From an optimization exercise on the open Yosys and OpenROAD flow, aimed at small area and a short achievable clock period; shortcuts taken in it are not production practice. Function was checked by simulation only, so behaviour that the tests miss may differ from the original.

<file path="design/flow/design.v">
`timescale 1ns/1ps
package mipsPkg;
    localparam int dataWidth     = 32;
    localparam int regAddrWidth  = 5;
    localparam int regCount      = 32;
    localparam int memWords      = 64;
    localparam int memIndexWidth = 6;
    localparam int aluOpWidth    = 4;
    localparam logic [regAddrWidth-1:0] linkReg = 5'd31;   
    localparam logic [5:0] opRType = 6'b000000;
    localparam logic [5:0] opLw    = 6'b100011;
    localparam logic [5:0] opSw    = 6'b101011;
    localparam logic [5:0] opBeq   = 6'b000100;
    localparam logic [5:0] opAddi  = 6'b001000;
    localparam logic [5:0] opJal   = 6'b000011;
    localparam logic [5:0] fnAdd = 6'b100000;
    localparam logic [5:0] fnSub = 6'b100010;
    localparam logic [5:0] fnAnd = 6'b100100;
    localparam logic [5:0] fnOr  = 6'b100101;
    localparam logic [5:0] fnXor = 6'b100110;
    localparam logic [5:0] fnSll = 6'b000000;
    localparam logic [5:0] fnSrl = 6'b000010;
    localparam logic [5:0] fnMul = 6'b011000;
    localparam logic [5:0] fnJr  = 6'b001000;
    localparam logic [aluOpWidth-1:0] aluAdd = 4'd0;
    localparam logic [aluOpWidth-1:0] aluSub = 4'd1;
    localparam logic [aluOpWidth-1:0] aluAnd = 4'd2;
    localparam logic [aluOpWidth-1:0] aluOr  = 4'd3;
    localparam logic [aluOpWidth-1:0] aluXor = 4'd4;
    localparam logic [aluOpWidth-1:0] aluSll = 4'd5;
    localparam logic [aluOpWidth-1:0] aluSrl = 4'd6;
    localparam logic [aluOpWidth-1:0] aluMul = 4'd7;
endpackage
`timescale 1ns/1ps
import mipsPkg::*;
module regFile (
    input  logic                    Clk,
    input  logic [regAddrWidth-1:0] readAddrA,
    input  logic [regAddrWidth-1:0] readAddrB,
    input  logic [regAddrWidth-1:0] writeAddr,
    input  logic                    writeEn,
    input  logic [dataWidth-1:0]    writeData,
    output logic [dataWidth-1:0]    readDataA,
    output logic [dataWidth-1:0]    readDataB
);
    logic [dataWidth-1:0] regs [regCount];
    always_ff @(posedge Clk) begin
        if (writeEn && (writeAddr != '0)) begin   
            regs[writeAddr] <= writeData;
        end
    end
    assign readDataA = (readAddrA == '0) ? '0 : regs[readAddrA];
    assign readDataB = (readAddrB == '0) ? '0 : regs[readAddrB];
endmodule
`timescale 1ns/1ps
import mipsPkg::*;
module alu (
    input  logic [aluOpWidth-1:0] aluOp,
    input  logic [dataWidth-1:0]  a,
    input  logic [dataWidth-1:0]  b,
    output logic [dataWidth-1:0]  result,
    output logic                  zero
);
    always_comb begin
        case (aluOp)
            aluAdd:  result = a + b;
            aluSub:  result = a - b;
            aluAnd:  result = a & b;
            aluOr:   result = a | b;
            aluXor:  result = a ^ b;
            aluSll:  result = a << b[4:0];   
            aluSrl:  result = a >> b[4:0];
            aluMul:  result = a * b;         
            default: result = '0;
        endcase
    end
    assign zero = (result == '0);
endmodule
`timescale 1ns/1ps
import mipsPkg::*;
module dataMemory (
    input  logic                 Clk,
    input  logic                 writeEn,
    input  logic [dataWidth-1:0] addr,
    input  logic [dataWidth-1:0] writeData,
    output logic [dataWidth-1:0] readData
);
    logic [dataWidth-1:0]     mem [memWords];
    logic [memIndexWidth-1:0] index;
    assign index = addr[memIndexWidth+1:2];   
    always_ff @(posedge Clk) begin
        if (writeEn) begin
            mem[index] <= writeData;
        end
    end
    assign readData = mem[index];
endmodule
`timescale 1ns/1ps
import mipsPkg::*;
module executeUnit (
    input  logic                 Clk,
    input  logic [dataWidth-1:0]  instr,
    input  logic                  ctrl_regWrite,
    input  logic                  ctrl_regDst,
    input  logic                  ctrl_aluSrc,
    input  logic                  ctrl_memToReg,
    input  logic                  ctrl_memWrite,
    input  logic                  ctrl_jump,
    input  logic [aluOpWidth-1:0] ctrl_aluOp,
    input  logic [dataWidth-1:0] pcPlus4,
    input  logic [dataWidth-1:0] memRdata,
    output logic                 aluZero,
    output logic [dataWidth-1:0] rsValue,
    output logic                 memWe,
    output logic [dataWidth-1:0] memAddr,
    output logic [dataWidth-1:0] memWdata
);
    logic [dataWidth-1:0]    rtValue;
    logic [dataWidth-1:0]    immExt;
    logic [dataWidth-1:0]    aluB;
    logic [dataWidth-1:0]    aluResult;
    logic [dataWidth-1:0]    writeBack;
    logic [regAddrWidth-1:0] destReg;
    assign immExt = {{16{instr[15:0][15]}}, instr[15:0]};
    assign aluB   = ctrl_aluSrc ? immExt : rtValue;
    assign destReg   = ctrl_jump ? linkReg : (ctrl_regDst ? instr[15:11] : instr[20:16]);
    assign writeBack = ctrl_jump ? pcPlus4 : (ctrl_memToReg ? memRdata : aluResult);
    regFile regs (
        .Clk      (Clk),
        .readAddrA(instr[25:21]),
        .readAddrB(instr[20:16]),
        .writeAddr(destReg),
        .writeEn  (ctrl_regWrite),
        .writeData(writeBack),
        .readDataA(rsValue),
        .readDataB(rtValue)
    );
    alu aluInst (
        .aluOp (ctrl_aluOp),
        .a     (rsValue),
        .b     (aluB),
        .result(aluResult),
        .zero  (aluZero)
    );
    assign memWe    = ctrl_memWrite;
    assign memAddr  = aluResult;   
    assign memWdata = rtValue;
endmodule
`timescale 1ns/1ps
import mipsPkg::*;
module controlDecoder (
    input  logic [dataWidth-1:0]  instr,
    input  logic                  enable,
    input  logic                  reset,
    output logic                  ctrl_regWrite,
    output logic                  ctrl_regDst,     
    output logic                  ctrl_aluSrc,     
    output logic                  ctrl_memToReg,
    output logic                  ctrl_memWrite,
    output logic                  ctrl_branch,
    output logic                  ctrl_jump,       
    output logic                  ctrl_jumpReg,    
    output logic [aluOpWidth-1:0] ctrl_aluOp
);
    logic regWriteRaw;
    logic memWriteRaw;
    always_comb begin
        regWriteRaw   = 1'b0;
        memWriteRaw   = 1'b0;
        ctrl_regDst   = 1'b0;
        ctrl_aluSrc   = 1'b0;
        ctrl_memToReg = 1'b0;
        ctrl_branch   = 1'b0;
        ctrl_jump     = 1'b0;
        ctrl_jumpReg  = 1'b0;
        ctrl_aluOp    = aluAdd;
        case (instr[31:26])
            opRType: begin
                ctrl_regDst = 1'b1;
                regWriteRaw = 1'b1;
                case (instr[5:0])
                    fnAdd: ctrl_aluOp = aluAdd;
                    fnSub: ctrl_aluOp = aluSub;
                    fnAnd: ctrl_aluOp = aluAnd;
                    fnOr:  ctrl_aluOp = aluOr;
                    fnXor: ctrl_aluOp = aluXor;
                    fnSll: ctrl_aluOp = aluSll;
                    fnSrl: ctrl_aluOp = aluSrl;
                    fnMul: ctrl_aluOp = aluMul;
                    fnJr: begin
                        regWriteRaw  = 1'b0;
                        ctrl_jumpReg = 1'b1;
                    end
                    default: regWriteRaw = 1'b0;   
                endcase
            end
            opLw: begin
                regWriteRaw   = 1'b1;
                ctrl_aluSrc   = 1'b1;
                ctrl_memToReg = 1'b1;
            end
            opSw: begin
                memWriteRaw = 1'b1;
                ctrl_aluSrc = 1'b1;
            end
            opBeq: begin
                ctrl_branch = 1'b1;
                ctrl_aluOp  = aluSub;   
            end
            opAddi: begin
                regWriteRaw = 1'b1;
                ctrl_aluSrc = 1'b1;
            end
            opJal: begin
                regWriteRaw = 1'b1;
                ctrl_jump   = 1'b1;
            end
            default: ;
        endcase
    end
    assign ctrl_regWrite = regWriteRaw && enable && !reset;
    assign ctrl_memWrite = memWriteRaw && enable && !reset;
endmodule
`timescale 1ns/1ps
import mipsPkg::*;
module fetchUnit (
    input  logic                 Clk,
    input  logic                 reset,
    input  logic                 enable,
    input  logic [dataWidth-1:0] instr,
    input  logic                 ctrl_branch,
    input  logic                 ctrl_jump,
    input  logic                 ctrl_jumpReg,
    input  logic                 aluZero,
    input  logic [dataWidth-1:0] rsValue,
    output logic [dataWidth-1:0] pc,
    output logic [dataWidth-1:0] pcPlus4
);
    logic [dataWidth-1:0] branchOffset;
    logic [dataWidth-1:0] branchTarget;
    logic [dataWidth-1:0] jalTarget;
    logic [dataWidth-1:0] nextPc;
    assign pcPlus4 = pc + 32'd4;
    assign branchOffset = {{14{instr[15:0][15]}}, instr[15:0], 2'b00};
    assign branchTarget = pcPlus4 + branchOffset;
    assign jalTarget    = {pcPlus4[31:28], instr[25:0], 2'b00};   
    always_comb begin
        if (ctrl_jumpReg) begin
            nextPc = rsValue;
        end else if (ctrl_jump) begin
            nextPc = jalTarget;
        end else if (ctrl_branch && aluZero) begin
            nextPc = branchTarget;
        end else begin
            nextPc = pcPlus4;
        end
    end
    always_ff @(posedge Clk) begin
        if (reset) begin
            pc <= '0;
        end else if (enable) begin   
            pc <= nextPc;
        end
    end
endmodule
`timescale 1ns/1ps
import mipsPkg::*;
module cpuTop (
    input  logic                 Clk,
    input  logic                 reset,
    input  logic                 enable,
    input  logic [dataWidth-1:0] instr,
    output logic [dataWidth-1:0] pcAddr,
    output logic                 memWe,
    output logic [dataWidth-1:0] memAddr,
    output logic [dataWidth-1:0] memWdata
);
    logic [dataWidth-1:0] pc;
    logic [dataWidth-1:0] pcPlus4;
    logic                 aluZero;
    logic [dataWidth-1:0] rsValue;
    logic                 dmemWe;
    logic [dataWidth-1:0] dmemAddr;
    logic [dataWidth-1:0] dmemWdata;
    logic [dataWidth-1:0] dmemRdata;
    logic                  ctrl_regWrite;
    logic                  ctrl_regDst;
    logic                  ctrl_aluSrc;
    logic                  ctrl_memToReg;
    logic                  ctrl_memWrite;
    logic                  ctrl_branch;
    logic                  ctrl_jump;
    logic                  ctrl_jumpReg;
    logic [aluOpWidth-1:0] ctrl_aluOp;
    controlDecoder decoder (
        .instr (instr),
        .enable(enable),
        .reset (reset),
        .ctrl_regWrite(ctrl_regWrite),
        .ctrl_regDst  (ctrl_regDst),
        .ctrl_aluSrc  (ctrl_aluSrc),
        .ctrl_memToReg(ctrl_memToReg),
        .ctrl_memWrite(ctrl_memWrite),
        .ctrl_branch  (ctrl_branch),
        .ctrl_jump    (ctrl_jump),
        .ctrl_jumpReg (ctrl_jumpReg),
        .ctrl_aluOp   (ctrl_aluOp)
    );
    fetchUnit fetch (
        .Clk    (Clk),
        .reset  (reset),
        .enable (enable),
        .instr  (instr),
        .ctrl_branch (ctrl_branch),
        .ctrl_jump   (ctrl_jump),
        .ctrl_jumpReg(ctrl_jumpReg),
        .aluZero(aluZero),
        .rsValue(rsValue),
        .pc     (pc),
        .pcPlus4(pcPlus4)
    );
    executeUnit execute (
        .Clk     (Clk),
        .instr   (instr),
        .ctrl_regWrite(ctrl_regWrite),
        .ctrl_regDst  (ctrl_regDst),
        .ctrl_aluSrc  (ctrl_aluSrc),
        .ctrl_memToReg(ctrl_memToReg),
        .ctrl_memWrite(ctrl_memWrite),
        .ctrl_jump    (ctrl_jump),
        .ctrl_aluOp   (ctrl_aluOp),
        .pcPlus4 (pcPlus4),
        .memRdata(dmemRdata),
        .aluZero (aluZero),
        .rsValue (rsValue),
        .memWe   (dmemWe),
        .memAddr (dmemAddr),
        .memWdata(dmemWdata)
    );
    dataMemory dmem (
        .Clk      (Clk),
        .writeEn  (dmemWe),
        .addr     (dmemAddr),
        .writeData(dmemWdata),
        .readData (dmemRdata)
    );
    assign pcAddr   = pc;
    assign memWe    = dmemWe;
    assign memAddr  = dmemAddr;
    assign memWdata = dmemWdata;
endmodule
</file>
<file path="design/flow/run.sh">
#!/bin/bash
# synth_recipe.tcl (not shown) runs the flow's synth.tcl, then flattens the netlist and writes it again
# the make line also repeats each setting of config.mk as NAME=value (left out here)
make -C /OpenROAD-flow-scripts/flow DESIGN_CONFIG=/design/flow/config.mk WORK_HOME=/design/flow/orfs CLKGATE_MAP_FILE= SYNTH_SCRIPT=/design/flow/synth_recipe.tcl finish
</file>
<file path="design/flow/config.mk">
export PLATFORM = sky130hd
export DESIGN_NAME = cpuTop
export DESIGN_NICKNAME = cpuTop
export VERILOG_FILES = /design/flow/design.v
export SDC_FILE = /design/flow/constraint.sdc
export NUM_CORES = 4
export LEC_CHECK = 0
export CAP_MARGIN = 20
export CORE_MARGIN = 2
export CORE_UTILIZATION = 40
export SLEW_MARGIN = 20
</file>
<file path="design/flow/constraint.sdc">
create_clock -name core_clock -period 20.0 [get_ports {Clk}]
set_input_delay 4.0000 -clock core_clock [delete_from_list [all_inputs] [get_ports {Clk}]]
set_output_delay 4.0000 -clock core_clock [all_outputs]
set_load 0.01 [all_outputs]
</file>
==> summary.txt <==
=========================================================================================
Total Routed Length ........................................................    712000 um
Netlist area before placement .............................................. 157000 sq um
Signal arrival time at the worst endpoint ..................................     15.64 ns
Number of vias after detailed routing ......................................       115000
I/O pin total ..............................................................          132
Fin area ................................................................... 179000 sq um
Overall track demand over capacity in global routing .......................        0.351
Relative slew margins ......................................................       0.0903
Initial core utilization ...................................................        0.402
Post-Place Cell Area ....................................................... 168000 sq um
Capturing element type of the critical path ................................  output port
Remaining number of nets flagged by the antenna check after routing ........            0
Worst-case clock buffer depth ..............................................            4
Die width ..................................................................       630 um
Final layout net count .....................................................        12600
Number of distinct library cells after synthesis ...........................          122
Clock Latency Late Sink ....................................................      1.00 ns
Iteration-0 DRC Markers ....................................................        18300
Via-per-instance ratio .....................................................         6.60
Total global routing overflow ..............................................            0
Number of rows in the core area ............................................          229
Cell type of the slowest stage on the worst timing path .................... sky130_fd_sc_hd__nor2b_4
Transition at the pin with the smallest max-transition slack ...............      1.33 ns
Area growth from synthesis to layout .......................................        14.3%
Number of antenna violations at the first check in global routing ..........           42
Top delay family on crit path ..............................................  adder cells
Number of setup buffers added after CTS ....................................            0
Proportion of register bits with asynchronous set or reset after synthesis .            0
Total area of sequential cells .............................................  92900 sq um
Sum of negative setup slack ................................................         0 ns
Largest fanout of any net on the critical path .............................           24
Number of search-and-repair iterations in the first detailed-routing pass ..           14
Share of the yosys chip area belonging to registers ........................        0.593
Final hold violation count .................................................            0
Worst stage delay on the critical path .....................................      0.91 ns
Post-synthesis instance total ..............................................        11500
Weighted congestion reported at the end of routability-driven placement ....         1.03
Max-cap viol count .........................................................            0
Clock Root Buffer .......................................................... sky130_fd_sc_hd__clkbuf_16
Setup repair after global routing missed its margin ........................        false
Post-Route Skew ............................................................     0.120 ns
Synthesized area per cell ..................................................   13.6 sq um
Setup Crit Path Kind .......................................................       in2out
Hold Buf Count CTS .........................................................            0
CTS Buf Count ..............................................................          331
Number of port buffers .....................................................          131
Number of synthesized flops with an enable pin .............................         3072
Total Die Area ............................................................. 397000 sq um
Final period demand of the worst path ......................................     19.64 ns
TritonCTS sink count .......................................................         3104
First-pass GRT wire length .................................................    958000 um
Pin count of the biggest net entering global routing .......................          125
Path type of the worst min-delay path ......................................      reg2reg
Number of pins with negative max-slew slack in the final report ............            0
Seq cells post-synth .......................................................         3104
Remaining DRCs .............................................................            0
Count of final setup violators .............................................            0
DR WL/cell .................................................................      40.9 um
Total half-perimeter wirelength after legalization and detailed placement ..    477000 um
Core area .................................................................. 389000 sq um
Number of global-route vias before repair ..................................       111000
Predominant post-synthesis flop cell ....................................... sky130_fd_sc_hd__edfxtp_1
Area of the multi-input gates ..............................................  59900 sq um
Vertical die dimension .....................................................       630 um
Reg clk slew, reported paths ...............................................      0.06 ns
Worst Setup Start Kind .....................................................   input port
Number of H-tree levels ....................................................            5
Layout cells sized above 1 .................................................        0.173
Buffers plus inverters on the worst setup path .............................            8
Fillers ....................................................................        34100
Share of the clock period used by the worst path ...........................        0.982
Maximum clock frequency ....................................................     50.9 MHz
Outcome .................................................................... complete, no violations
Util after Layout ..........................................................        0.460
WP data required ...........................................................     16.00 ns
CTS tree ...................................................................          yes
Synth warn .................................................................            5
Total of cells resized after clock tree synthesis ..........................            0
=========================================================================================
[layout make-up]
| class | count | area share |
|---|---|---|
| flip-flops and latches | 3104 | 0.519 |
| multi-input cells | 7127 | 0.334 |
| clock buffers | 389 | 0.0478 |
| repair buffers | 817 | 0.0388 |
| well taps | 5197 | 0.0363 |
| clock inverters | 200 | 0.0120 |
| inverters | 550 | 0.0117 |
| diodes | 14 | 0.000196 |
[final timing paths]
kind	from	to	slack (ns)	cells past startpoint
setup / recovery	instr[18]	memAddr[31]	0.36	34
hold / removal	fetch.pc[30]$_SDFFE_PP0P_	fetch.pc[30]$_SDFFE_PP0P_	0.55	1
hold reg to reg	fetch.pc[30]$_SDFFE_PP0P_	fetch.pc[30]$_SDFFE_PP0P_	0.55	1
setup reg to reg	execute.regs.regs[13][17]$_DFFE_PP_	fetch.pc[26]$_SDFFE_PP0P_	7.30	33
[state kept, by name, indices dropped and copies added (netlist names)]
| register | flops |
|---|---|
| dmem.mem | 2048 |
| fetch.pc | 32 |
| execute.regs.regs | 1024 |
[worst register-to-register path, delay by kind of cell, from the launching register on]
family	cells	cell delay [ns]
AOI/OAI and AO/OA	11	3.72
adders and majority gates	9	4.42
buffers and inverters	4	1.24
DFF	1	0.39
muxes	2	0.88
and+or+nand+nor	7	2.07
[cells in the final DEF (no fill, tap or decap), types with 93 or more instances in the layout]
cell type	count
sky130_fd_sc_hd__a31oi_1	108
sky130_fd_sc_hd__a22oi_1	194
sky130_fd_sc_hd__mux2_2	201
sky130_fd_sc_hd__mux4_2	378
sky130_fd_sc_hd__nor3_1	136
sky130_fd_sc_hd__nor2_1	553
sky130_fd_sc_hd__a221oi_1	162
sky130_fd_sc_hd__a211oi_1	110
sky130_fd_sc_hd__mux2i_1	540
sky130_fd_sc_hd__nand2_1	1310
sky130_fd_sc_hd__clkbuf_16	334
sky130_fd_sc_hd__a21oi_1	410
sky130_fd_sc_hd__o22ai_1	125
sky130_fd_sc_hd__xnor2_1	143
sky130_fd_sc_hd__ha_1	250
sky130_fd_sc_hd__o21ai_0	242
sky130_fd_sc_hd__nand3_1	332
sky130_fd_sc_hd__clkdlybuf4s50_1	120
sky130_fd_sc_hd__fa_1	410
sky130_fd_sc_hd__edfxtp_1	3072
sky130_fd_sc_hd__buf_4	644
sky130_fd_sc_hd__inv_1	508
sky130_fd_sc_hd__clkinv_1	93
sky130_fd_sc_hd__nor2_4	114
[metal layers]
metal  GRT usage  wire, um
met3       0.109     94000
met1       0.452    259000
met5           0       161
met2       0.519    305000
met4       0.212     53100
[stage by stage]
step                      cells  worst slack, ns  hold slack (ns)
after floorplan           11600            0.317            0.530
after global placement    16800           0.0882            0.533
after detailed placement  16800            0.426            0.541
after CTS                 17400            0.386            0.555
after global routing      17400            0.128            0.564
final                     17400            0.355            0.555
[synth_stat cells, types with 32 or more instances]
cell type | number | share of area
sky130_fd_sc_hd__a222oi_1 | 33 | 0.0021
sky130_fd_sc_hd__mux2_2 | 201 | 0.014
sky130_fd_sc_hd__buf_2 | 249 | 0.0080
sky130_fd_sc_hd__ha_1 | 250 | 0.020
sky130_fd_sc_hd__mux2i_1 | 541 | 0.035
sky130_fd_sc_hd__xor2_1 | 45 | 0.0025
sky130_fd_sc_hd__a221oi_1 | 167 | 0.0093
sky130_fd_sc_hd__nand2_1 | 1319 | 0.032
sky130_fd_sc_hd__o2bb2ai_1 | 56 | 0.0031
sky130_fd_sc_hd__a21oi_1 | 433 | 0.014
sky130_fd_sc_hd__o221ai_1 | 71 | 0.0040
sky130_fd_sc_hd__nand3_1 | 338 | 0.011
sky130_fd_sc_hd__xnor2_1 | 144 | 0.0080
sky130_fd_sc_hd__a2111oi_0 | 35 | 0.0020
sky130_fd_sc_hd__a311oi_1 | 33 | 0.0018
sky130_fd_sc_hd__a21o_1 | 34 | 0.0016
sky130_fd_sc_hd__a22o_1 | 61 | 0.0034
sky130_fd_sc_hd__a211oi_1 | 112 | 0.0054
sky130_fd_sc_hd__clkbuf_1 | 350 | 0.0084
sky130_fd_sc_hd__and3_1 | 82 | 0.0033
sky130_fd_sc_hd__o22ai_1 | 132 | 0.0053
sky130_fd_sc_hd__o21ai_0 | 249 | 0.0080
sky130_fd_sc_hd__a22oi_1 | 194 | 0.0093
sky130_fd_sc_hd__nor4_1 | 35 | 0.0014
sky130_fd_sc_hd__a211o_1 | 36 | 0.0020
sky130_fd_sc_hd__fa_1 | 410 | 0.052
sky130_fd_sc_hd__buf_4 | 56 | 0.0027
sky130_fd_sc_hd__a221o_1 | 37 | 0.0024
sky130_fd_sc_hd__edfxtp_1 | 3072 | 0.59
sky130_fd_sc_hd__nor2b_1 | 34 | 0.0014
sky130_fd_sc_hd__buf_1 | 82 | 0.0020
sky130_fd_sc_hd__nand4_1 | 47 | 0.0019
sky130_fd_sc_hd__and2_1 | 40 | 0.0016
sky130_fd_sc_hd__o211ai_1 | 56 | 0.0027
sky130_fd_sc_hd__mux4_2 | 378 | 0.054
sky130_fd_sc_hd__inv_1 | 513 | 0.012
sky130_fd_sc_hd__nor2_1 | 671 | 0.016
sky130_fd_sc_hd__nor3_1 | 169 | 0.0054
sky130_fd_sc_hd__o21a_1 | 42 | 0.0020
sky130_fd_sc_hd__dfxtp_1 | 32 | 0.0041
sky130_fd_sc_hd__a31oi_1 | 120 | 0.0048
[cells by family after synthesis]
| family | synth area share |
|---|---|
| DFF | 0.593 |
| buffers and inverters | 0.0367 |
| AOI/OAI and AO/OA | 0.101 |
| and+or+nand+nor | 0.0815 |
| adders and majority gates | 0.0723 |
| xor gates and xnor gates | 0.0117 |
| other | 0.0000239 |
| muxes | 0.104 |

## static timing again, ports no longer ideal
In the flow no input, the clock included, has a driving cell. The finished layout below was timed again as built, in two steps. Step 1 (the two cells are an assumption about what drives the block):
set clk [get_ports {Clk}]
set_driving_cell -lib_cell sky130_fd_sc_hd__clkbuf_16 $clk
set_driving_cell -lib_cell sky130_fd_sc_hd__buf_2 [delete_from_list [all_inputs] $clk]
Step 2 times the ports against the registers' clock, not the clock port: input delays grow and output delays shrink by t, the midpoint of the rising clock arrivals with the driver on. Three values: ideal ports, drivers, drivers and shift; two values: the first two.
t, ns: 1.047
slack for setup (ns): 0.355 / 0.329 / 0.329
hold slack, ns: 0.555 / 0.555 / 0.555
worst data-port slew with drivers (ns): 0.07
cell pins on the clock port's net: 1
After both steps setup and hold are still met in this run. For this run, drivers alone change the setup slack by -0.026 ns; drivers and shift together by -0.026 ns.
